This is an optimization exercise on Yosys and OpenROAD, whose aim is small area, not a production implementation.
RTL that was checked went through simulation tests only; none was proved equivalent to the original.
Power is estimated from default activity; no workload was simulated.

## r_debug_mw
module r_debug_mw #(
   parameter int ADDR_BYTES  = 4,
   parameter int MAX_WORDS   = 16,
   parameter int TIMEOUT_CYC = 4096
) (
   input  logic        clk,
   input  logic        reset,
   output logic [63:0] O_TDATA,
   output logic        O_TVALID,
   output logic        O_TLAST,
   input  logic        O_TREADY,
   input  logic [63:0] I_TDATA,
   input  logic        I_TVALID,
   input  logic        I_TLAST,
   output logic        I_TREADY,
   output logic [7:0]  tx_data,
   output logic        tx_has_data,
   input  logic        tx_data_consume,
   input  logic [7:0]  rx_data,
   output logic        rx_has_space,
   input  logic        rx_data_produce,
   output logic        busy,
   output logic        err_sticky
);
clock: 6.0 ns
lec_check: 0
cap_margin: 20
core_margin: 2
core_utilization: 65
place_density: 0.75
slew_margin: 20
standard.sh (not shown) runs the stock make flow with config.mk's settings and CLKGATE_MAP_FILE= SYNTH_SCRIPT=/design/flow/synth_recipe.tcl, a recipe that flattens the netlist after the stock synthesis.
==> flow/flow/run.sh <==
#!/bin/bash
# Standard ORFS layout; port buffers use the smallest buffer and CTS skips dummy loads.
set -euo pipefail
export BUFFER_PORTS_ARGS="-buffer_cell sky130_fd_sc_hd__buf_1"
export CTS_ARGS="-sink_clustering_enable -repair_clock_nets -dont_use_dummy_load -sink_clustering_size 20 -sink_clustering_max_diameter 80 -buf_list sky130_fd_sc_hd__clkbuf_16"
bash standard.sh > standard.log 2>&1
The baseline finished with timing, DRC and antenna clean.
Edit:
==> flow/flow/run.sh (replaced) <==
#!/bin/bash
# Standard ORFS layout; port buffers use the smallest buffer and CTS skips dummy loads.
set -euo pipefail
export BUFFER_PORTS_ARGS="-buffer_cell sky130_fd_sc_hd__buf_1"
export CTS_ARGS="-sink_clustering_enable -repair_clock_nets -dont_use_dummy_load -sink_clustering_size 16 -sink_clustering_max_diameter 60 -buf_list sky130_fd_sc_hd__clkbuf_8"
bash standard.sh > standard.log 2>&1
The changed run finished clean; clock-buffer cell count climbs by 10; routed wire length rose by 0.44%; clock skew rose by 0.037 ns; maximum frequency came out lower by 1.7%; die area is unchanged; setup slack loses 0.094 ns; worst hold slack degrades by 0.015 ns; cell area falls by 0.93%; power fell by 4.3%; flip-flop and latch count stays the same.
No functional check of the RTL was part of any run of this note.

Another version of the RTL of r_debug_mw (not shown whole).
Size in the first run: about 1400 cells after synthesis, about 590 flip-flops, roughly 160 I/O pins.
export LEC_CHECK = 0
export CAP_MARGIN = 0
export CORE_MARGIN = 2
export CORE_UTILIZATION = 65
export GPL_TIMING_DRIVEN = 0
export PLACE_DENSITY = 0.75
export SLEW_MARGIN = 0
create_clock -name core_clock -period 6.0 [get_ports {clk}]
==> flow/flow/run.sh <==
#!/bin/bash
# Standard ORFS layout with: an area-oriented ABC script for the final technology mapping,
# the smallest buffer for port buffering, and CTS without dummy loads.
set -euo pipefail
export FLOW_WORK=$(pwd)
export MY_ABC_SCRIPT=$FLOW_WORK/flow/area.script
export BUFFER_PORTS_ARGS="-buffer_cell sky130_fd_sc_hd__buf_1"
export CTS_ARGS="-sink_clustering_enable -repair_clock_nets -dont_use_dummy_load -sink_clustering_size 10 -sink_clustering_max_diameter 40 -buf_list sky130_fd_sc_hd__clkbuf_4"
bash standard.sh SYNTH_SCRIPT=$FLOW_WORK/flow/wrap.tcl finish > standard.log 2>&1
==> flow/flow/area.script <==
strash
dc2
dch -f
amap
strash
dch -f
amap
topo
stime -c
==> flow/flow/wrap.tcl <==
# The standard synthesis script, with the final ABC mapping run from flow/area.script
# (an area-oriented script) instead of ORFS's delay-oriented one. Registers are mapped before
# this step, so they are the standard synthesis's registers.
proc abc {args} {
  set i [lsearch $args -script]
  if { $i >= 0 } { lset args [expr {$i + 1}] $::env(MY_ABC_SCRIPT) }
  yosys abc {*}$args
}
source $::env(FLOW_WORK)/synth_recipe.tcl
Next try:
Settings changed: GPL_TIMING_DRIVEN 0 to not set.
Effect:
- clock-buffer cell count falls by 1
- power went down by 1.4%
- hold slack gets better by 72 ps
- core utilization went down by 1.5 points
- maximum frequency came out higher by 3.0%
- clock skew went down by 8.5 ps
- design area shrinks by 2.1%
- setup slack improved by 170 ps
- clock power stays flat

## raven
Another version of the RTL of r_debug_mw (not shown whole).
Size in the first run: roughly 1300 cells after synthesis, roughly 560 flip-flops, about 22000 µm² of cells after synthesis.
// r_debug_mw
module r_debug_mw #(
   parameter int ADDR_BYTES  = 4,
   parameter int MAX_WORDS   = 16,
   parameter int TIMEOUT_CYC = 4096
) (
   input  logic        clk,
   input  logic        reset,
   output logic [63:0] O_TDATA,
   output logic        O_TVALID,
   output logic        O_TLAST,
   input  logic        O_TREADY,
   input  logic [63:0] I_TDATA,
   input  logic        I_TVALID,
   input  logic        I_TLAST,
   output logic        I_TREADY,
   output logic [7:0]  tx_data,
   output logic        tx_has_data,
   input  logic        tx_data_consume,
   input  logic [7:0]  rx_data,
   output logic        rx_has_space,
   input  logic        rx_data_produce,
   output logic        busy,
   output logic        err_sticky
);
export LEC_CHECK = 0
export CAP_MARGIN = 0
export CORE_MARGIN = 2
export CORE_UTILIZATION = 65
export PLACE_DENSITY = 0.75
export SLEW_MARGIN = 0
create_clock -name core_clock -period 6.0 [get_ports {clk}]
==> flow/flow/area.script <==
strash
dc2
dch -f
amap -F 8 -A 16
strash
dch -f
amap -F 8 -A 16
topo
stime -c
Scripts as last shown in full above: flow/flow/run.sh, flow/flow/wrap.tcl
raven | status: complete | timing, DRC, antenna: pass
What indigo does differently from raven at the input level:
==> flow/flow/area.script <==
strash
dc2
dch -f
amap
strash
dch -f
amap
topo
stime -c
Having completed the whole flow, indigo delivered a layout that passed the timing, design-rule and antenna checks. Summed area of non-filler cells in the final layout across raven and indigo: no real change. Between raven and indigo, met3 usage is lower for indigo, raven comes in above that. raven and indigo ended up with roughly the same overall die width. Going from raven to indigo, number of non-clock inverters grew by more than a quarter. From raven to indigo the numbers moved as follows: distinct cell type count after synthesis has decreased, final cell count went up, standard cell area after detailed placement essentially unchanged.
What garnet does differently from indigo at the input level:
==> flow/flow/area.script <==
strash
&get -n
&deepsyn -T 30
&put
dch -f
amap -F 8 -A 16
topo
stime -c
==> comparison <==
garnet: all stages complete, timing, DRC and antenna checks passed
Critical path depth in cells was lower in indigo than in garnet.
Re internal power: indigo was higher than garnet.
NOTE total wirelength of the detailed-routed design indigo->garnet decreased by a few percent
| leftover overflow at the end of global routing | indigo vs garnet | ≈ equal |
Summary of garnet over indigo: minimum setup slack after placement went down 270 ps; shortest clock period the worst path allows after layout rose 240 ps.
Cmp indigo and garnet / total power of the final layout / lower: garnet
Delta (garnet minus indigo): global-route usage shows a reduction of 0.87 points, cell area after technology mapping saw a decrease.
The met1 track demand over resource reported for garnet is smaller than that of indigo by 2.3 points.
The higher non-clock buffer count came out of garnet.
The worst-path cell with the longest stage delay comes out sky130_fd_sc_hd__clkinv_1 in one run and sky130_fd_sc_hd__nor2b_4 in the other, namely in indigo and garnet respectively.

## what the ideal ports hide
The flow's constraints put no driver on any port. The routed layouts listed below were extracted and timed again, unchanged, in two steps.
Step 1 (the two cells are an assumption about what drives the block):
set clk [get_ports {clk}]
set_driving_cell -lib_cell sky130_fd_sc_hd__clkbuf_16 $clk
set_driving_cell -lib_cell sky130_fd_sc_hd__buf_2 [delete_from_list [all_inputs] $clk]
Step 2 adds t to the input delays and takes it off the output delays; t is the mean of the earliest and latest rising clock arrival at the registers after step 1. Input paths then give back, and output paths get back, about the clock's delay inside the block.
Slacks: ideal ports / drivers / drivers and shift; pairs: ideal ports / drivers.
| run | t, ns | setup WS [ns] | latest minus earliest clock arrival (ns) |
|---|---|---|---|
| the first run of note 1 | 0.609 | 0.629 / 0.577 / 1.186 | 0.030 / 0.030 |
| the second run of note 1 | 0.671 | 0.535 / 0.488 / 1.159 | 0.066 / 0.066 |
| the first run of note 2 | 0.793 | 0.204 / 0.158 / 0.607 | 0.090 / 0.090 |
| the second run of note 2 | 0.764 | 0.374 / 0.324 / 0.722 | 0.081 / 0.081 |
| raven | 0.779 | 0.452 / 0.405 / 1.184 | 0.096 / 0.097 |
| indigo | 0.783 | 0.613 / 0.563 / 1.346 | 0.074 / 0.074 |
| garnet | 0.799 | 0.369 / 0.316 / 1.116 | 0.107 / 0.107 |
After both steps setup and hold are still met in every run listed.
